From an optimization exercise on the open Yosys and OpenROAD flow, aimed at a short achievable clock period and few clock cycles; shortcuts taken in it are not production practice. At most, simulation tests tie the RTL to the original design; equivalence was not proved. No functional check of the RTL was part of runs 1 and 2. Power and IR drop assume default switching activity.

==> flow/design.v <==
package cpu_pkg;
    typedef logic [32-1:0]    word_t;
    typedef logic [5-1:0] reg_idx_t;
    typedef logic [5-1:0]   shamt_t;
    typedef enum logic [5-1:0] {
        ALU_ADD = 5'd0,
        ALU_SUB = 5'd1,
        ALU_AND = 5'd2,
        ALU_OR  = 5'd3,
        ALU_SLL = 5'd4,
        ALU_SRA = 5'd5
    } alu_op_e;
    typedef struct packed {
        logic    reg_write;
        logic    mem_read;
        logic    mem_write;
        logic    use_imm;
        logic [5-1:0] alu_op;
    } ctrl_t;
    typedef struct packed {
        word_t    pc;
        ctrl_t    ctrl;
        reg_idx_t rd;
        reg_idx_t rs;
        reg_idx_t rt;
        shamt_t   shamt;
        word_t    imm;
        word_t    op_a;
        word_t    op_b;
    } dx_t;
    typedef struct packed {
        ctrl_t    ctrl;
        reg_idx_t rd;
        word_t    alu_result;
        word_t    store_data;
    } xm_t;
    typedef struct packed {
        ctrl_t    ctrl;
        reg_idx_t rd;
        word_t    alu_result;
        word_t    load_data;
    } mw_t;
    typedef struct packed {
        reg_idx_t read_a;
        reg_idx_t read_b;
    } rf_read_t;
    typedef struct packed {
        logic     enable;
        reg_idx_t index;
        word_t    data;
    } rf_write_t;
    typedef struct packed {
        word_t address;
        word_t data;
        logic  wren;
    } dmem_req_t;
endpackage
module cpu_top (
    input  logic        clock,
    input  logic        reset,
    output logic [31:0] address_imem,
    input  logic [31:0] q_imem,
    output logic [31:0] dmem_address,
    output logic [31:0] dmem_data,
    output logic        dmem_wren,
    input  logic [31:0] q_dmem,
    output logic [4:0]  rf_read_a,
    output logic [4:0]  rf_read_b,
    input  logic [31:0] data_read_a,
    input  logic [31:0] data_read_b,
    output logic        rf_write_enable,
    output logic [4:0]  rf_write_index,
    output logic [31:0] rf_write_data
);
    logic [8:0] pc;
    logic       stall;
    always_ff @(posedge clock) begin
        if (reset)
            pc <= '0;
        else if (!stall && !pc[8])
            pc <= pc + 9'd1;
    end
    assign address_imem = {23'd0, pc};
    logic [4:0]  f_opc, f_func, f_rd, f_rs, f_rt;
    logic        f_rtype, f_addi, f_lw, f_sw, f_alu;
    logic        f_wr, f_use_a, f_use_b;
    assign f_opc   = q_imem[31:27];
    assign f_rd    = q_imem[26:22];
    assign f_rs    = q_imem[21:17];
    assign f_rt    = q_imem[16:12];
    assign f_func  = q_imem[6:2];
    assign f_rtype = (f_opc == 5'd0) && (f_func <= 5'd5);
    assign f_addi  = (f_opc == 5'd5);
    assign f_lw    = (f_opc == 5'd8);
    assign f_sw    = (f_opc == 5'd7);
    assign f_alu   = f_rtype || f_addi || f_lw;
    assign f_wr    = f_alu && (f_rd != 5'd0);
    assign f_use_a = f_alu || f_sw;
    assign f_use_b = (f_rtype && !f_func[2]) || f_sw;
    logic        d_wr, d_lw, d_sw, d_imm_sel, d_use_a, d_use_b;
    logic        d_add, d_sub, d_and, d_or, d_sll, d_sra;
    logic [4:0]  d_rd, d_ra, d_rb, d_shamt;
    logic [31:0] d_imm;
    always_ff @(posedge clock) begin
        if (reset) begin
            d_wr    <= 1'b0;
            d_lw    <= 1'b0;
            d_sw    <= 1'b0;
            d_use_a <= 1'b0;
            d_use_b <= 1'b0;
        end else if (!stall) begin
            d_wr    <= f_wr;
            d_lw    <= f_lw && (f_rd != 5'd0);
            d_sw    <= f_sw;
            d_use_a <= f_use_a;
            d_use_b <= f_use_b;
        end
        if (!stall) begin
            d_imm_sel <= f_addi || f_lw || f_sw;
            d_add     <= (f_rtype && f_func[2:0] == 3'd0) || f_addi || f_lw || f_sw;
            d_sub     <= f_rtype && f_func[2:0] == 3'd1;
            d_and     <= f_rtype && f_func[2:0] == 3'd2;
            d_or      <= f_rtype && f_func[2:0] == 3'd3;
            d_sll     <= f_rtype && f_func[2:0] == 3'd4;
            d_sra     <= f_rtype && f_func[2:0] == 3'd5;
            d_rd      <= f_rd;
            d_ra      <= f_use_a ? f_rs : 5'd0;
            d_rb      <= f_sw ? f_rd : (f_use_b ? f_rt : 5'd0);
            d_shamt   <= q_imem[11:7];
            d_imm     <= {{15{q_imem[16]}}, q_imem[16:0]};
        end
    end
    assign rf_read_a = d_ra;
    assign rf_read_b = d_rb;
    logic        x_wr, x_lw, x_sw;
    logic        x_add, x_sub, x_and, x_or, x_sll, x_sra;
    logic [4:0]  x_rd, x_shamt;
    logic [31:0] x_a, x_b, x_s;
    logic        m_wr, m_lw, m_sw;
    logic [4:0]  m_rd;
    logic [31:0] m_res, m_sd;
    assign stall = x_lw && ((d_use_a && d_ra == x_rd) || (d_use_b && d_rb == x_rd));
    logic        m_hit_a, m_hit_b;
    logic [31:0] m_val, d_a, d_bv;
    assign m_hit_a = m_wr && (m_rd == d_ra);
    assign m_hit_b = m_wr && (m_rd == d_rb);
    assign m_val   = m_lw ? q_dmem : m_res;
    assign d_a     = m_hit_a ? m_val : data_read_a;
    assign d_bv    = m_hit_b ? m_val : data_read_b;
    logic [31:0] res;
    logic        fwd_a, fwd_b;
    assign fwd_a = x_wr && (x_rd == d_ra);
    assign fwd_b = x_wr && (x_rd == d_rb);
    always_ff @(posedge clock) begin
        if (reset || stall) begin
            x_wr <= 1'b0;
            x_lw <= 1'b0;
            x_sw <= 1'b0;
        end else begin
            x_wr <= d_wr;
            x_lw <= d_lw;
            x_sw <= d_sw;
        end
        x_add   <= d_add;
        x_sub   <= d_sub;
        x_and   <= d_and;
        x_or    <= d_or;
        x_sll   <= d_sll;
        x_sra   <= d_sra;
        x_rd    <= d_rd;
        x_shamt <= d_shamt;
        x_a     <= fwd_a ? res : d_a;
        x_b     <= d_imm_sel ? d_imm : (fwd_b ? res : d_bv);
        x_s     <= fwd_b ? res : d_bv;
    end
    logic [31:0] a, b, sum, diff, sll_v, sra_v;
    assign a = x_a;
    assign b = x_b;
    assign sum   = a + b;
    assign diff  = a - b;
    assign sll_v = a << x_shamt;
    assign sra_v = $signed(a) >>> x_shamt;
    assign res = ({32{x_add}} & sum)
               | ({32{x_sub}} & diff)
               | ({32{x_and}} & (a & b))
               | ({32{x_or}}  & (a | b))
               | ({32{x_sll}} & sll_v)
               | ({32{x_sra}} & sra_v);
    always_ff @(posedge clock) begin
        if (reset) begin
            m_wr <= 1'b0;
            m_lw <= 1'b0;
            m_sw <= 1'b0;
        end else begin
            m_wr <= x_wr;
            m_lw <= x_lw;
            m_sw <= x_sw;
        end
        m_rd  <= x_rd;
        m_res <= res;
        m_sd  <= x_s;
    end
    assign dmem_address = m_res;
    assign dmem_data    = m_sd;
    assign dmem_wren    = m_sw;
    logic        w_en;
    logic [4:0]  w_rd;
    logic [31:0] w_data;
    always_ff @(posedge clock) begin
        if (reset)
            w_en <= 1'b0;
        else
            w_en <= m_wr;
        w_rd   <= m_rd;
        w_data <= m_val;
    end
    assign rf_write_enable = w_en;
    assign rf_write_index  = w_rd;
    assign rf_write_data   = w_data;
endmodule
==> flow/run.sh <==
#!/bin/bash
# synth_recipe.tcl (not shown) runs the flow's synth.tcl, then flattens the netlist and writes it again
# the make line also repeats each setting of config.mk as NAME=value (left out here)
make -C /OpenROAD-flow-scripts/flow DESIGN_CONFIG=/design/flow/config.mk WORK_HOME=/design/flow/orfs CLKGATE_MAP_FILE= SYNTH_SCRIPT=/design/flow/synth_recipe.tcl finish
==> flow/config.mk <==
export PLATFORM = sky130hd
export DESIGN_NAME = cpu_top
export DESIGN_NICKNAME = cpu_top
export VERILOG_FILES = /design/flow/design.v
export SDC_FILE = /design/flow/constraint.sdc
export NUM_CORES = 4
export LEC_CHECK = 0
export ABC_CLOCK_PERIOD_IN_PS = 2000
export CAP_MARGIN = 20
export CORE_MARGIN = 2
export CORE_UTILIZATION = 40
export PLACE_DENSITY = 0.6
export SETUP_SLACK_MARGIN = 4.3
export SLEW_MARGIN = 20
export TNS_END_PERCENT = 100
==> flow/constraint.sdc <==
create_clock -name core_clock -period 6.5 [get_ports {clock}]
set_input_delay 1.3000 -clock core_clock [delete_from_list [all_inputs] [get_ports {clock}]]
set_output_delay 1.3000 -clock core_clock [all_outputs]
set_load 0.01 [all_outputs]
==> results of run 1 <==
-- area by class of cell --
class	instances	area, µm²
well taps	600	750.7
flip-flops and latches	278	6250
inverters	162	689.4
clock inverters	14	83.83
repair buffers	614	6057
fillers	3823	17120
clock buffers	38	843.3
multi-input cells	1505	13560
repair inverters	3	22.52
-- cell families (layout without fill, tap and decap cells) --
kind of cell,Yosys count,count (layout),share of synthesized area [%]
fa+ha+maj,98,98,6.758
buf+inv,331,831,8.039
other cells,1,23,0.02042
xor+xnor,46,46,2.194
flops,278,278,32.43
mux,201,201,14.54
simple gates,537,537,13.75
compound gates,600,600,22.28
-- layout by cell type (no fill, tap or decap), types with 23 or more instances in the layout --
| cell | synthesis | layout |
|---|---|---|
| dfxtp_1 | 239 | 100 |
| inv_1 | 158 | 100 |
| dfxtp_2 | 0 | 91 |
| buf_2 | 34 | 37 |
| o21ai_2 | 4 | 36 |
| dfxtp_4 | 0 | 48 |
| o21ai_1 | 22 | 47 |
| ha_4 | 0 | 34 |
| o21ai_0 | 132 | 64 |
| conb_1 | 1 | 23 |
| ha_1 | 96 | 59 |
| inv_2 | 0 | 36 |
| a21oi_2 | 3 | 23 |
| mux4_2 | 43 | 48 |
| clkbuf_16 | 0 | 34 |
| o211ai_1 | 75 | 75 |
| edfxtp_1 | 39 | 39 |
| buf_6 | 9 | 157 |
| nand2_1 | 195 | 177 |
| buf_4 | 30 | 253 |
| a21oi_1 | 114 | 73 |
| mux2i_1 | 122 | 96 |
| clkdlybuf4s50_1 | 0 | 118 |
| nor2_1 | 143 | 124 |
-- worst max-delay path: cells and delay by family, from the launching register on --
family	cells	cell delay, ns
fa+ha+maj	2	0.49
buf+inv	3	0.30
simple gates	3	0.70
flops	1	0.43
compound gates	5	0.94
mux	1	0.20
-- how the worst max path moves through the flow --
stage,from,end,slack [ns],depth (start not counted)
global route,x_a[0]$_DFF_P_,x_s[30]$_DFF_P_,3.33,13
global placement,x_shamt[0]$_DFF_P_,x_b[28]$_DFF_P_,2.46,10
finish,x_a[0]$_DFF_P_,x_b[28]$_DFF_P_,3.37,14
CTS,x_a[0]$_DFF_P_,x_b[30]$_DFF_P_,3.40,12
detailed placement,x_shamt[0]$_DFF_P_,x_b[28]$_DFF_P_,2.54,10
floorplan,x_a[12]$_DFF_P_,x_b[23]$_DFF_P_,3.70,12
-- what timing repair did --
item,CTS,global route
hold buffers,0,0
pin swaps,123,93
gates resized for setup,1122,213
endpoints found under the hold margin,0,0
setup buffers,216,109
cloned,13,3
endpoints found under the setup margin,316,296
-- flip-flops by register name, summed over array words and instances, names as in the netlist, 9 cells and up --
register	cells
d_imm	13
pc	9
w_data	32
x_b	32
x_s	32
m_res	32
x_a	32
m_sd	32
-- through the flow --
step                cells  power [mW]  hold WS, ns  setup WS [ns]
finish               3214       5.427       0.3226          3.366
global placement     2821       3.221       0.3110          2.462
detailed placement   2821       3.220       0.3143          2.540
global route         3214       5.601       0.3220          3.327
floorplan            2114       2.765       0.3096          3.695
CTS                  3102       5.214       0.3222          3.396
-- report_power, final --
group | total [mW] | switching [mW] | internal (mW)
logic | 1.86 | 0.990 | 0.868
registers | 1.93 | 0.0866 | 1.84
clock network | 1.64 | 0.726 | 0.915
-- layer usage --
metal  vias up  global-route usage (%)  part of all wire [%]
met5         -                       0                     0
met4         0                   13.81                   4.8
met3       294                   8.420                    10
met2      1139                   51.61                    43
met1      9546                   48.03                    42
li1       8576                       -                     -
==> flow_summary.json, run 1 <==
{
  "status": "finished clean",
  "fin_util_pct": 62.27,
  "startpoint_type": "flop",
  "slew_headroom_pct": 28.06,
  "clk_latency_ns": 0.58,
  "ys_ff_latch": 278,
  "cts_tree": "yes",
  "reg2reg_from": "x_a[0]$_DFF_P_",
  "pin_count": 275,
  "hold_end": "m_sd[7]$_DFF_P_",
  "arrival_ns": 3.63,
  "synth_area_per_cell_um2": 8.779,
  "drtIter0Drc": 1977,
  "drc": 0,
  "cp-end-kind": "flop",
  "core_um2": 45380,
  "path_cells": "ha_4, inv_2, fa_2, nand2b_4, a21oi_4, buf_4, buf_6, o22ai_4, o31ai_4, and2_4, mux2i_1, and4bb_2, o21ai_2, o21a_1",
  "die_h_um": 218.3,
  "timing.final.crit_share_pct": 48.21,
  "slowest_stage": "dfxtp_4",
  "crit_type": "reg -> reg",
  "synth_cell_types": 91,
  "min_period_ns": 3.134,
  "seq_area_frac_synth_pct": 32.43,
  "grt_pass1_wl_um": 124000,
  "slew_viol_final": 0,
  "hp-start": "x_s[7]$_DFF_P_",
  "place_congestion": 0.9990,
  "row_count": 78,
  "hold_viol_final": 0,
  "synthArstFlopShare_pct": 0,
  "rr_endpoint": "x_b[28]$_DFF_P_",
  "wl_per_cell_um": 26.85,
  "cp.required_ns": 7.00,
  "grtUsageTotal_pct": 34.65,
  "drtPass1Iterations": 5,
  "synth_top_cell_by_area": "dfxtp_1",
  "drive_gt1_share_pct": 45.14,
  "finClkSkew_ns": 0.02366,
  "grt_max_degree": 48,
  "setup_tns_ns": 0,
  "synth_top_cell_area_share_pct": 26.05,
  "synth_edf_count": 39,
  "wl_um": 86300,
  "rsz0062_at_grt": "true",
  "peakVddDrop_uv": 192.9,
  "fmax_ghz": 0.3191,
  "antenna_found_initial": 2,
  "num_vias": 19560,
  "max_stage_delay_ns": 0.43,
  "hold-path-cell-count": 0,
  "r2r_cells": 14,
  "leakagePower_nw": 11.60,
  "start_util_pct": 40.47,
  "cts_sinks": 278,
  "yosys-top-cells-area": "dfxtp_1, mux2i_1, ha_1",
  "cp_max_fo": 3,
  "n_antenna_cell": 0,
  "placed_cell_area_um2": 21710,
  "cts_buffers": 29,
  "area_growth_pct": 53.87,
  "grt_overflow": 0,
  "syn_inst": 2092,
  "dp_hpwl_um": 59380,
  "worst_pin_slew_ns": 1.077,
  "htreeDepth": 1,
  "grt_pass1_vias": 18800,
  "viasPerCell": 6.084,
  "dieArea_um2": 47650,
  "synth-main-ff-cell": "dfxtp_1",
  "finalNetCount": 2821,
  "power.density_nw_per_um2": 192.0,
  "synthMostInstantiatedCell": "dfxtp_1",
  "antenna_left": 0,
  "yosysWarnings": 1,
  "cap_violations": 0,
  "syn-cell-area_um2": 18370,
  "cts.reportedPaths.clkPinSlew_ns": 0.06,
  "r2r_slack_ns": 3.37,
  "setup_viol": 0,
  "clockBufferDepth": 3,
  "portBuffers": 251,
  "design_area_um2": 28260,
  "min_path_type": "reg -> reg",
  "yosys-top-cells-count": "dfxtp_1, nand2_1, inv_1",
  "die_w_um": 218.3,
  "clockRootBuffer": "clkbuf_16"
}
==> run 2, diff against run 1 <==
--- a/flow/design.v
+++ b/flow/design.v
@@ -138,2 +138,3 @@
     logic [31:0] x_a, x_b, x_s;
+    logic        x_cin;
     logic        m_wr, m_lw, m_sw;
@@ -172,14 +173,15 @@
         x_a     <= fwd_a ? res : d_a;
-        x_b     <= d_imm_sel ? d_imm : (fwd_b ? res : d_bv);
+        x_b     <= d_imm_sel ? d_imm : ((fwd_b ? res : d_bv) ^ {32{d_sub}});
+        x_cin   <= d_sub;
         x_s     <= fwd_b ? res : d_bv;
     end
-    logic [31:0] a, b, sum, diff, sll_v, sra_v;
+    logic [31:0] a, b, sum, sll_v, sra_v;
+    logic [32:0] sum_c;
     assign a = x_a;
     assign b = x_b;
-    assign sum   = a + b;
-    assign diff  = a - b;
+    assign sum_c = {a, x_cin} + {b, x_cin};
+    assign sum   = sum_c[32:1];
     assign sll_v = a << x_shamt;
     assign sra_v = $signed(a) >>> x_shamt;
-    assign res = ({32{x_add}} & sum)
-               | ({32{x_sub}} & diff)
+    assign res = ({32{x_add | x_sub}} & sum)
                | ({32{x_and}} & (a & b))
==> run 2 against run 1 <==
Register-to-register slack better by 0.11 ns; die area is 9.3% lower; total power is 12% lower; largest cell class unchanged; synthesized cell count is 16% lower; critical path type unchanged; largest power group unchanged; sequential share of layout area is 3.8 points higher; first-iteration DRC count is 28% lower; critical endpoint is now x_b[19]$_DFF_P_; still clean; highest routed layer is now met5.
==> flow_summary.json, run 2 <==
{
  "synth_top_cell_by_area": "dfxtp_1",
  "cp.buffers_inverters": 2,
  "viasPerCell": 5.939,
  "synthArstFlopShare_pct": 0,
  "place_congestion": 0.9671,
  "synth_edf_count": 39,
  "drtPass1Iterations": 5,
  "syn_inst": 1751,
  "startpoint_type": "flop",
  "setup_tns_ns": 0,
  "finClkSkew_ns": 0.006953,
  "clockBufferDepth": 3,
  "slowest_stage": "a31oi_1",
  "seq_area_frac_synth_pct": 35.83,
  "wl_um": 68060,
  "clockPowerShare_pct": 34.3,
  "yosys-top-cells-count": "dfxtp_1, nand2_1, nor2_1",
  "cap_violations": 0,
  "dp_hpwl_um": 47600,
  "slew_headroom_pct": 25.83,
  "seqPwrFrac_pct": 40.0,
  "fmax_ghz": 0.3306,
  "max_stage_delay_ns": 0.49,
  "leakagePower_nw": 9.749,
  "combinationalPowerShare_pct": 25.7,
  "core_um2": 40920,
  "crit_type": "reg -> reg",
  "finalNonFillerCells": 2662,
  "yosys-top-cells-area": "dfxtp_1, mux4_2, edfxtp_1",
  "dieArea_um2": 43210,
  "synth_top_cell_area_share_pct": 28.78,
  "rr_endpoint": "x_b[19]$_DFF_P_",
  "netSwitchingPower_mw": 1.398,
  "cts_sinks": 278,
  "design_area_um2": 23950,
  "row_count": 74,
  "drtIter0Drc": 1423,
  "hold_end": "m_sd[19]$_DFF_P_",
  "portBuffers": 251,
  "yosysWarnings": 1,
  "place_ws_ns": 2.659,
  "grt_pass1_wl_um": 99620,
  "status": "finished clean",
  "grt_pass1_vias": 15650,
  "synth-main-ff-cell": "dfxtp_1",
  "grtUsageTotal_pct": 30.00,
  "cts.reportedPaths.clkPinSlew_ns": 0.06,
  "cts_tree": "yes",
  "cp_max_fo": 7,
  "power.density_nw_per_um2": 198.4,
  "area_growth_pct": 44.08,
  "place_inst": 2433,
  "grt_overflow": 0,
  "path_cells": "buf_12, buf_4, mux2i_1, mux2i_1, and2_1, a31oi_1, o311a_1, o21ai_0, a21oi_2, mux2i_1, o2111ai_1",
  "cp.required_ns": 6.88,
  "num_vias": 15810,
  "syn-cell-area_um2": 16620,
  "worst_pin_slew_ns": 1.110,
  "multi_input_area_um2": 11340,
  "cp-end-kind": "flop",
  "finalNetCount": 2303,
  "clk_latency_ns": 0.55,
  "htreeDepth": 1,
  "synthMostInstantiatedCell": "dfxtp_1",
  "r2r_slack_ns": 3.48,
  "die_h_um": 207.9,
  "drive_gt1_share_pct": 41.15,
  "hp-start": "x_s[19]$_DFF_P_",
  "min_period_ns": 3.025,
  "holdBufCountCts": 0,
  "internal_power_mw": 3.354,
  "antenna_left": 0,
  "layout_commonest_cell": "buf_6",
  "placed_cell_area_um2": 19740,
  "arrival_ns": 3.41,
  "rsz0062_at_grt": "true",
  "sw_frac_of_total_pct": 29.42,
  "grt_max_degree": 66,
  "layout_common_cells": "buf_6, nand2_1, buf_4, clkdlybuf4s50_1, dfxtp_1",
  "min_path_type": "reg -> reg",
  "setup_viol": 0,
  "antenna_found_initial": 3,
  "pin_count": 275,
  "hold_viol_final": 0,
  "ys_ff_latch": 278,
  "cpMostUsedCell": "mux2i_1",
  "num-fill-cells": 3645,
  "reg2reg_from": "x_shamt[1]$_DFF_P_",
  "hold-path-cell-count": 0,
  "cts_buffers": 29,
  "layout_setup_ws_ns": 3.475,
  "slew_viol_final": 0,
  "crit_family": "compound AO/OA/AOI/OAI gates",
  "register_area_um2": 6210,
  "synth_cell_types": 84,
  "peakVddDrop_uv": 192.1,
  "drc": 0,
  "die_w_um": 207.9,
  "wl_per_cell_um": 25.57,
  "clockRootBuffer": "clkbuf_16",
  "start_util_pct": 40.62,
  "timing.final.crit_share_pct": 46.53,
  "synth_area_per_cell_um2": 9.494,
  "r2r_cells": 11
}
==> run 2: cell types whose count changed after synthesis, sizes merged, moves of 16 or more <==
cell / previous run / this run
nand2: 195 / 144
a21oi: 117 / 70
inv: 158 / 114
o211ai: 76 / 35
ha: 96 / 65
mux4: 48 / 76
o21ai: 158 / 136
mux2i: 122 / 104
nor2: 144 / 128
==> run 2: area by class of cell <==
type | instances | area share (%)
Antenna cell | 1 | 0.01045
Clock buffer | 39 | 3.229
Clock inverter | 14 | 0.6269
Inverter | 115 | 1.875
Multi-Input combinational cell | 1238 | 47.35
Sequential cell | 278 | 25.93
Tap cell | 532 | 2.779
Timing Repair Buffer | 445 | 18.21
==> run 2: kinds of logic (layout without fill, tap and decap cells) <==
family,count (synthesis),in the layout,share of synthesized area [%]
other,1,24,0.02256
buffers and inverters,258,613,6.992
xor gates and xnor gates,56,56,2.950
muxes,221,221,19.63
DFF,278,278,35.83
and+or+nand+nor,436,437,12.07
adders and majority gates,66,66,5.013
AOI/OAI and AO/OA,435,435,17.50
==> run 2: per-stage QoR <==
step	hold slack, ns	power (mW)	util (%)
final	0.3233	4.751	58.52
after global placement	0.3107	2.863	48.24
after floorplan	0.3096	2.511	-
after CTS	0.3226	4.639	55.28
after detailed placement	0.3121	2.861	48.24
after global routing	0.3283	4.934	58.52
==> run 2: worst max path at each step <==
stage | slack [ns] | end | start | cells after the start
floorplan | 3.90 | x_b[25]$_DFF_P_ | x_cin$_DFF_P_ | 11
global placement | 2.70 | x_b[2]$_DFF_P_ | x_shamt[0]$_DFF_P_ | 10
detailed placement | 2.66 | x_b[16]$_DFF_P_ | x_shamt[0]$_DFF_P_ | 10
CTS | 3.56 | x_b[19]$_DFF_P_ | x_cin$_DFF_P_ | 11
global route | 3.43 | x_b[19]$_DFF_P_ | x_shamt[1]$_DFF_P_ | 11
finish | 3.48 | x_b[19]$_DFF_P_ | x_shamt[1]$_DFF_P_ | 11
==> run 2: what timing repair did <==
item	CTS	global route
gates resized for setup	930	207
hold endpoints to repair	0	0
buffers inserted	122	49
pin swaps	69	63
gates cloned	3	1
setup endpoints to repair	318	266
==> run 2: power groups by stage <==
stage                     Sequential, mW  Clock [mW]  Combinational (mW)
after floorplan                     1.92           0               0.589
after global placement              1.97           0               0.895
after detailed placement            1.97           0               0.893
after CTS                           1.91        1.66                1.07
after global routing                1.91        1.74                1.29
final                               1.90        1.63                1.22
==> run 2: layer usage <==
layer,wire (µm),vias up,track usage [%]
li1,-,7059,-
met5,13,-,0
met1,28240,7777,40.92
met4,2210,2,9.171
met2,31130,809,46.91
met3,6471,163,7.383
==> run 3, diff against run 2 <==
--- a/flow/design.v
+++ b/flow/design.v
@@ -136,5 +136,5 @@
     logic        x_add, x_sub, x_and, x_or, x_sll, x_sra;
+    logic        x_fa, x_fb, x_fs;
     logic [4:0]  x_rd, x_shamt;
     logic [31:0] x_a, x_b, x_s;
-    logic        x_cin;
     logic        m_wr, m_lw, m_sw;
@@ -150,6 +150,2 @@
     assign d_bv    = m_hit_b ? m_val : data_read_b;
-    logic [31:0] res;
-    logic        fwd_a, fwd_b;
-    assign fwd_a = x_wr && (x_rd == d_ra);
-    assign fwd_b = x_wr && (x_rd == d_rb);
     always_ff @(posedge clock) begin
@@ -172,16 +168,19 @@
         x_shamt <= d_shamt;
-        x_a     <= fwd_a ? res : d_a;
-        x_b     <= d_imm_sel ? d_imm : ((fwd_b ? res : d_bv) ^ {32{d_sub}});
-        x_cin   <= d_sub;
-        x_s     <= fwd_b ? res : d_bv;
-    end
-    logic [31:0] a, b, sum, sll_v, sra_v;
-    logic [32:0] sum_c;
-    assign a = x_a;
-    assign b = x_b;
-    assign sum_c = {a, x_cin} + {b, x_cin};
-    assign sum   = sum_c[32:1];
+        x_fa    <= x_wr && (x_rd == d_ra);
+        x_fb    <= x_wr && (x_rd == d_rb) && !d_imm_sel;
+        x_fs    <= x_wr && (x_rd == d_rb);
+        x_a     <= d_a;
+        x_b     <= d_imm_sel ? d_imm : d_bv;
+        x_s     <= d_bv;
+    end
+    logic [31:0] a, b, s, sum, diff, sll_v, sra_v, res;
+    assign a = x_fa ? m_res : x_a;
+    assign b = x_fb ? m_res : x_b;
+    assign s = x_fs ? m_res : x_s;
+    assign sum   = a + b;
+    assign diff  = a - b;
     assign sll_v = a << x_shamt;
     assign sra_v = $signed(a) >>> x_shamt;
-    assign res = ({32{x_add | x_sub}} & sum)
+    assign res = ({32{x_add}} & sum)
+               | ({32{x_sub}} & diff)
                | ({32{x_and}} & (a & b))
@@ -202,3 +201,3 @@
         m_res <= res;
-        m_sd  <= x_s;
+        m_sd  <= s;
     end
==> run 3 against run 2 <==
Synthesized cell count grew 18%; non-clock buffer count up 37; combinational power up 26%; via count is 15% higher; sequential power rose by 5%; total power grew 12%; design area increased by 8.3%; worst setup slack worse by 0.71 ns; global-route usage grew 3.1 points; still clean; clock power up 9%; sequential share of layout area decreased by 2.0 points.
==> flow_summary.json, run 3 <==
{
  "finalNetCount": 2676,
  "yosys-top-cells-area": "dfxtp_1, mux2i_1, mux4_2",
  "slowest_stage": "dfxtp_4",
  "num-fill-cells": 3976,
  "min_path_type": "reg -> reg",
  "synthArstFlopShare_pct": 0,
  "combinationalPowerShare_pct": 29.0,
  "core_um2": 45090,
  "layout_commonest_cell": "nor2_1",
  "busiest_layer": "met2",
  "synth_cell_types": 81,
  "startpoint_type": "flop",
  "seqPwrFrac_pct": 37.5,
  "htreeDepth": 1,
  "start_util_pct": 40.28,
  "sw_frac_of_total_pct": 33.00,
  "internal_power_mw": 3.564,
  "crit_family": "compound AO/OA/AOI/OAI gates",
  "area_growth_pct": 42.82,
  "multi_input_area_um2": 12710,
  "syn_inst": 2064,
  "yosysWarnings": 1,
  "ys_ff_latch": 281,
  "register_area_um2": 6213,
  "n_antenna_cell": 0,
  "grt_overflow": 0,
  "synth_edf_count": 39,
  "arrival_ns": 4.17,
  "worst_pin_slew_ns": 0.9836,
  "drive_gt1_share_pct": 36.51,
  "grt_pass1_vias": 17960,
  "crit_type": "reg -> reg",
  "path_depth": 14,
  "hold-path-cell-count": 0,
  "syn-cell-area_um2": 18160,
  "clockBufferDepth": 3,
  "cts_buffers": 31,
  "antenna_found_initial": 2,
  "drc": 0,
  "wl_um": 80850,
  "row_count": 78,
  "antenna_left": 0,
  "leakagePower_nw": 10.50,
  "place_inst": 2807,
  "min_period_ns": 3.736,
  "synth_area_per_cell_um2": 8.799,
  "path_cells": "buf_12, mux2i_4, buf_6, ha_4, a211o_1, o211a_4, or3_4, a41oi_4, o211ai_4, a41oi_2, buf_4, xnor2_1, o2111a_1, o21ai_0",
  "synth_top_cell_by_area": "dfxtp_1",
  "cap_violations": 0,
  "rsz0062_at_grt": "true",
  "num_vias": 18160,
  "cts_tree": "yes",
  "viasPerCell": 5.908,
  "cp.buffers_inverters": 3,
  "pin_count": 275,
  "cp-end-kind": "flop",
  "max_stage_delay_ns": 0.47,
  "r2r_cells": 14,
  "power.density_nw_per_um2": 205.0,
  "layout_setup_ws_ns": 2.764,
  "clk_latency_ns": 0.60,
  "place_congestion": 0.9897,
  "synth-main-ff-cell": "dfxtp_1",
  "hold_viol_final": 0,
  "place_ws_ns": 2.007,
  "netSwitchingPower_mw": 1.755,
  "finClkSkew_ns": 0.02187,
  "cp.required_ns": 6.94,
  "setup_tns_ns": 0,
  "slew_headroom_pct": 34.19,
  "dieArea_um2": 47120,
  "holdBufCountCts": 0,
  "die_h_um": 217.1,
  "cp_max_fo": 10,
  "dp_hpwl_um": 57110,
  "synth_top_cell_area_share_pct": 26.68,
  "status": "finished clean",
  "clockRootBuffer": "clkbuf_16",
  "timing.final.crit_share_pct": 57.48,
  "grtUsageTotal_pct": 33.08,
  "met3_usage_pct": 7.519,
  "seq_area_frac_synth_pct": 33.12,
  "use_met2_pct": 49.63,
  "drtPass1Iterations": 5,
  "p_total_mw": 5.319,
  "met1_usage_pct": 47.60,
  "yosys-top-cells-count": "dfxtp_1, nor2_1, a21oi_1",
  "layout_common_cells": "nor2_1, buf_4, dfxtp_1",
  "finalNonFillerCells": 3073,
  "grt_pass1_wl_um": 117500,
  "grt_max_degree": 65,
  "fmax_ghz": 0.2677,
  "die_w_um": 217.1,
  "drtIter0Drc": 1841,
  "clockPowerShare_pct": 33.5,
  "peakVddDrop_uv": 163.4,
  "slew_viol_final": 0,
  "cts_sinks": 281,
  "synthMostInstantiatedCell": "dfxtp_1",
  "wl_per_cell_um": 26.31,
  "portBuffers": 251,
  "setup_viol": 0,
  "cts.reportedPaths.clkPinSlew_ns": 0.07
}
-- run 3: power by group through the flow --
stage               clock network, mW  logic, mW  registers, mW
floorplan                           0      0.694           1.99
global placement                    0       1.17           2.04
detailed placement                  0       1.17           2.04
CTS                              1.80       1.39           1.99
global route                     1.87       1.62           2.00
finish                           1.78       1.54           2.00
-- run 3: worst paths after layout --
path	end	slack (ns)	from
worst max-delay path	m_res[27]$_DFF_P_	2.76	x_fa$_DFF_P_
worst min-delay path	x_or$_DFF_P_	0.34	d_or$_DFFE_PN_
worst max register to register	m_res[27]$_DFF_P_	2.76	x_fa$_DFF_P_
worst min register to register	x_or$_DFF_P_	0.34	d_or$_DFFE_PN_
-- run 3: what timing repair did --
| action | in CTS | in global routing |
|---|---|---|
| cloned | 7 | 2 |
| setup endpoints to repair | 274 | 239 |
| gates resized for setup | 916 | 191 |
| pin swaps | 46 | 76 |
| setup buffers | 138 | 61 |
-- run 3: through the flow --
stage / utilization (%) / instance area (µm²) / hold slack (ns)
after floorplan: - / 18630 / 0.3233
after global placement: 47.18 / 21270 / 0.3262
after detailed placement: 47.18 / 21270 / 0.3268
after CTS: 54.74 / 24680 / 0.3401
after global routing: 57.53 / 25940 / 0.3503
final: 57.53 / 25940 / 0.3404
-- run 3: layer usage --
metal	share of wire (%)	up-vias
met1	44	8996
li1	-	8084
met5	0.016	-
met4	2.5	2
met3	9.9	139
met2	44	935
-- run 3: cells by family after synthesis --
family,Yosys count,share of synthesized area [%]
buffers and inverters,294,6.869
XOR/XNOR,42,2.025
other,1,0.02065
adder cells (fa/ha/maj),98,6.834
AO/OA/AOI/OAI,533,18.44
AND/OR/NAND/NOR,534,12.86
flip-flops,281,33.12
multiplexers,281,19.83
-- run 3: area by class of cell --
| class | instances | area share [%] |
|---|---|---|
| Multi-Input combinational cell | 1511 | 49.01 |
| Sequential cell | 281 | 23.95 |
| Timing Repair Buffer | 482 | 18.04 |
| Clock buffer | 47 | 3.492 |
| Tap cell | 600 | 2.894 |
| Inverter | 136 | 2.031 |
| Clock inverter | 11 | 0.4390 |
| Timing Repair inverter | 5 | 0.1447 |
-- run 3: worst reg2reg max path, delay by kind of cell, from the launching register on --
family / cells / cell delay (ns)
AO/OA/AOI/OAI: 7 / 1.58
flip-flops: 1 / 0.47
buffers and inverters: 3 / 0.50
AND/OR/NAND/NOR: 1 / 0.37
adder cells (fa/ha/maj): 1 / 0.23
multiplexers: 1 / 0.32
XOR/XNOR: 1 / 0.10
Testbench counts of run 3, summed over its fixed seeds: cycles 14,142.
==> run 4, diff against run 3 <==
--- a/flow/design.v
+++ b/flow/design.v
@@ -136,5 +136,6 @@
     logic        x_add, x_sub, x_and, x_or, x_sll, x_sra;
-    logic        x_fa, x_fb, x_fs;
     logic [4:0]  x_rd, x_shamt;
     logic [31:0] x_a, x_b, x_s;
+    logic        x_cin;
+    logic [31:0] x_sh;
     logic        m_wr, m_lw, m_sw;
@@ -150,2 +151,7 @@
     assign d_bv    = m_hit_b ? m_val : data_read_b;
+    logic [31:0] res, res_lg, sum;
+    logic        x_arith;
+    logic        fwd_a, fwd_b;
+    assign fwd_a = x_wr && (x_rd == d_ra);
+    assign fwd_b = x_wr && (x_rd == d_rb);
     always_ff @(posedge clock) begin
@@ -168,20 +174,20 @@
         x_shamt <= d_shamt;
-        x_fa    <= x_wr && (x_rd == d_ra);
-        x_fb    <= x_wr && (x_rd == d_rb) && !d_imm_sel;
-        x_fs    <= x_wr && (x_rd == d_rb);
-        x_a     <= d_a;
-        x_b     <= d_imm_sel ? d_imm : d_bv;
-        x_s     <= d_bv;
-    end
-    logic [31:0] a, b, s, sum, diff, sll_v, sra_v, res;
-    assign a = x_fa ? m_res : x_a;
-    assign b = x_fb ? m_res : x_b;
-    assign s = x_fs ? m_res : x_s;
-    assign sum   = a + b;
-    assign diff  = a - b;
-    assign sll_v = a << x_shamt;
-    assign sra_v = $signed(a) >>> x_shamt;
-    assign res = ({32{x_add}} & sum)
-               | ({32{x_sub}} & diff)
-               | ({32{x_and}} & (a & b))
+        x_a     <= (fwd_a && x_arith) ? sum : (fwd_a ? res_lg : d_a);
+        x_b     <= d_imm_sel ? d_imm
+                 : (((fwd_b && x_arith) ? sum : (fwd_b ? res_lg : d_bv)) ^ {32{d_sub}});
+        x_cin   <= d_sub;
+        x_s     <= (fwd_b && x_arith) ? sum : (fwd_b ? res_lg : d_bv);
+        if (d_sll || d_sra)
+            x_sh <= (fwd_a && x_arith) ? sum : (fwd_a ? res_lg : d_a);
+    end
+    logic [31:0] a, b, sll_v, sra_v;
+    logic [32:0] sum_c;
+    assign a = x_a;
+    assign b = x_b;
+    assign sum_c = {a, x_cin} + {b, x_cin};
+    assign sum   = sum_c[32:1];
+    assign sll_v = x_sh << x_shamt;
+    assign sra_v = $signed(x_sh) >>> x_shamt;
+    assign x_arith = x_add | x_sub;
+    assign res_lg = ({32{x_and}} & (a & b))
                | ({32{x_or}}  & (a | b))
@@ -189,2 +195,3 @@
                | ({32{x_sra}} & sra_v);
+    assign res = x_arith ? sum : res_lg;
     always_ff @(posedge clock) begin
@@ -201,3 +208,3 @@
         m_res <= res;
-        m_sd  <= s;
+        m_sd  <= x_s;
     end
==> run 4 against run 3 <==
Still clean; combinational power shrank about 30%; non-clock buffer count grew 43; utilization is 2.4 points higher; first-iteration DRC count shrank 10%; critical path depth down 1; sequential cell count is 29 higher; die area shrank 3.9%; design area fell by 0.40%; count of clock-buffer cells in the layout grew 4; routed wire length decreased by 13%.
==> flow_summary.json, run 4 <==
{
  "ys_ff_latch": 310,
  "rr_endpoint": "x_b[25]$_DFF_P_",
  "rsz0062_at_grt": "true",
  "hold_viol_final": 0,
  "dieArea_um2": 45290,
  "timing.final.crit_share_pct": 46.31,
  "wl_um": 69990,
  "drc": 0,
  "layout_setup_ws_ns": 3.490,
  "layout_commonest_cell": "buf_6",
  "seq_area_frac_synth_pct": 39.66,
  "antenna_left": 0,
  "grt_pass1_wl_um": 101200,
  "clk_latency_ns": 0.54,
  "grt_max_degree": 63,
  "slew_viol_final": 0,
  "cts_buffers": 35,
  "yosysWarnings": 1,
  "clockRootBuffer": "clkbuf_16",
  "pin_count": 275,
  "wl_per_cell_um": 24.82,
  "drtPass1Iterations": 5,
  "synth_edf_count": 71,
  "die_h_um": 212.8,
  "syn-cell-area_um2": 17440,
  "fmax_ghz": 0.3322,
  "core_um2": 43080,
  "grtUsageTotal_pct": 29.93,
  "synth-main-ff-cell": "dfxtp_1",
  "synth_top_cell_area_share_pct": 27.43,
  "antenna_found_initial": 0,
  "leakagePower_nw": 10.71,
  "hold_slack_ns": 0.3248,
  "cts.reportedPaths.clkPinSlew_ns": 0.06,
  "clockBufferDepth": 3,
  "r2r_cells": 13,
  "synth_top_cell_by_area": "dfxtp_1",
  "holdBufCountCts": 0,
  "hold-path-cell-count": 0,
  "startpoint_type": "flop",
  "yosys-top-cells-count": "dfxtp_1, nand2_1, inv_1",
  "cp_max_fo": 4,
  "viasPerCell": 5.833,
  "dp_hpwl_um": 46190,
  "synthArstFlopShare_pct": 0,
  "syn_inst": 1753,
  "place_congestion": 1.010,
  "hold_end": "m_sd[27]$_DFF_P_",
  "row_count": 76,
  "start_util_pct": 40.49,
  "setup_tns_ns": 0,
  "status": "finished clean",
  "grt_overflow": 0,
  "p_total_mw": 5.205,
  "min_period_ns": 3.010,
  "synthMostInstantiatedCell": "dfxtp_1",
  "power.density_nw_per_um2": 201.5,
  "finalNetCount": 2404,
  "min_path_type": "reg -> reg",
  "drive_gt1_share_pct": 45.15,
  "yosys-top-cells-area": "dfxtp_1, edfxtp_1, mux4_2",
  "cts_tree": "yes",
  "slew_headroom_pct": 29.08,
  "synth_cell_types": 92,
  "worst_pin_slew_ns": 1.062,
  "die_w_um": 212.8,
  "layout_common_cells": "buf_6, buf_4, nand2_1, dfxtp_1, clkdlybuf4s50_1",
  "cap_violations": 0,
  "reg2reg_from": "x_b[9]$_DFF_P_",
  "cp-end-kind": "flop",
  "portBuffers": 251,
  "setup_viol": 0,
  "n_antenna_cell": 0,
  "num_vias": 16450,
  "place_ws_ns": 2.742,
  "r2r_slack_ns": 3.49,
  "finClkSkew_ns": 0.02773,
  "cp.required_ns": 6.91,
  "peakVddDrop_uv": 220.8,
  "cts_sinks": 310,
  "htreeDepth": 2,
  "grt_pass1_vias": 16020,
  "num-fill-cells": 3547,
  "area_growth_pct": 48.12,
  "drtIter0Drc": 1653,
  "crit_type": "reg -> reg",
  "hp-start": "x_s[27]$_DFF_P_",
  "synth_area_per_cell_um2": 9.950,
  "arrival_ns": 3.42
}
-- run 4: cell types whose count changed after synthesis, sizes merged, moves of 25 or more --
cell | previous run | this run
a21oi | 178 | 77
edfxtp | 39 | 71
ha | 96 | 65
mux2i | 146 | 76
nor2 | 241 | 98
o211ai | 24 | 49
-- run 4: kinds of logic after synthesis --
group / count (synthesis) / synth area share, %
compound gates: 434 / 16.11
xor+xnor: 65 / 3.264
fa+ha+maj: 66 / 4.778
buf+inv: 249 / 6.851
flops: 310 / 39.66
mux: 225 / 18.59
other cells: 1 / 0.02150
simple gates: 403 / 10.73
-- run 4: power by group --
group | internal, mW | leakage, nW | switching, mW | total, mW
Sequential | 2.06 | 2.75 | 0.0613 | 2.12
Combinational | 0.534 | 7.38 | 0.547 | 1.08
Clock | 1.20 | 0.579 | 0.810 | 2.01
Total | 3.79 | 10.7 | 1.42 | 5.21
-- run 4: how the worst max path moves through the flow --
stage | start | end | slack [ns] | depth (start not counted)
2_1_floorplan | x_a[8]$_DFF_P_ | x_sh[31]$_DFFE_PP_ | 3.86 | 11
3_5_place_dp | x_shamt[0]$_DFF_P_ | x_sh[4]$_DFFE_PP_ | 2.74 | 6
5_1_grt | x_b[9]$_DFF_P_ | x_b[25]$_DFF_P_ | 3.45 | 13
3_3_place_gp | x_shamt[0]$_DFF_P_ | x_sh[4]$_DFFE_PP_ | 2.76 | 6
4_1_cts | x_b[5]$_DFF_P_ | x_sh[28]$_DFFE_PP_ | 3.48 | 12
6_report | x_b[9]$_DFF_P_ | x_b[25]$_DFF_P_ | 3.49 | 13
-- run 4: through the flow --
stage | instance area [µm²] | utilization (%) | instances
after global placement | 20510 | 47.61 | 2496
after floorplan | 17940 | - | 1775
after global routing | 25830 | 59.97 | 2820
after detailed placement | 20520 | 47.64 | 2497
final | 25830 | 59.97 | 2820
after CTS | 24490 | 56.86 | 2758
-- run 4: layout make-up --
type	instances	area (µm²)	share of cell area, %
Multi-Input combinational cell	1217	11100	42.97
Sequential cell	310	7094	27.46
Timing Repair Buffer	525	5274	20.41
Clock buffer	51	1039	4.020
Tap cell	585	732.0	2.833
Inverter	116	441.7	1.710
Clock inverter	13	131.4	0.5085
Timing Repair inverter	3	22.52	0.08718
-- run 4: repair_timing --
action | in CTS | in global routing
resized for setup | 926 | 223
endpoints found under the setup margin | 349 | 345
gates cloned | 10 | 0
pin swaps | 78 | 87
buffers inserted | 187 | 62
-- run 4: worst max-delay path, cell delays in order, from the launching register on --
cell	delay (ns)
dfxtp_2	0.37
inv_2	0.06
ha_4	0.28
and2_4	0.15
nand2_2	0.05
or4_4	0.52
a211o_4	0.38
a21oi_4	0.26
buf_12	0.15
a31oi_1	0.07
o211ai_1	0.18
buf_4	0.17
mux2i_1	0.20
nand2_1	0.07
-- run 4: per-layer routing --
metal	up-vias	global-route usage (%)	share of wire (%)
met1	8027	40.14	40
met2	966	46.55	45
met5	-	0	0
li1	7244	-	-
met4	0	11.07	4.0
met3	211	7.663	11
Testbench counts of run 4, summed over its fixed seeds: cycles 14,142.

[static timing again, ports no longer ideal]
The results above use ideal ports. As a check the final layouts listed here were re-extracted and re-timed, cells and wires unchanged. Step 1 sets driving cells, clkbuf_16 on the clock port and buf_2 on the other inputs (assumed; they add their load-dependent delay and slew). Step 2 also shifts input and output timing later by t, the mid clock arrival at the registers, as if the neighbouring blocks saw the same clock. Three values: ideal, step 1, step 2; two values: the first two.
| run | shift t [ns] | setup WS [ns] | worst setup path at the end | worst register clock-pin slew, ns | pins driven straight from the clock port |
|---|---|---|---|---|---|
| run 1 | 0.623 | 3.366 / 3.366 / 3.366 | register to register | 0.08 / 0.08 | 1 |
| run 2 | 0.605 | 3.475 / 3.475 / 3.448 | input to register | 0.06 / 0.06 | 1 |
| run 3 | 0.656 | 2.764 / 2.764 / 2.764 | register to register | 0.08 / 0.08 | 1 |
| run 4 | 0.581 | 3.490 / 3.490 / 3.490 | register to register | 0.06 / 0.06 | 1 |
After both steps setup and hold are still met in every run listed. The setup slack of run 2, which loses most, moves by 0.000 ns with the drivers and by -0.027 ns with both steps.
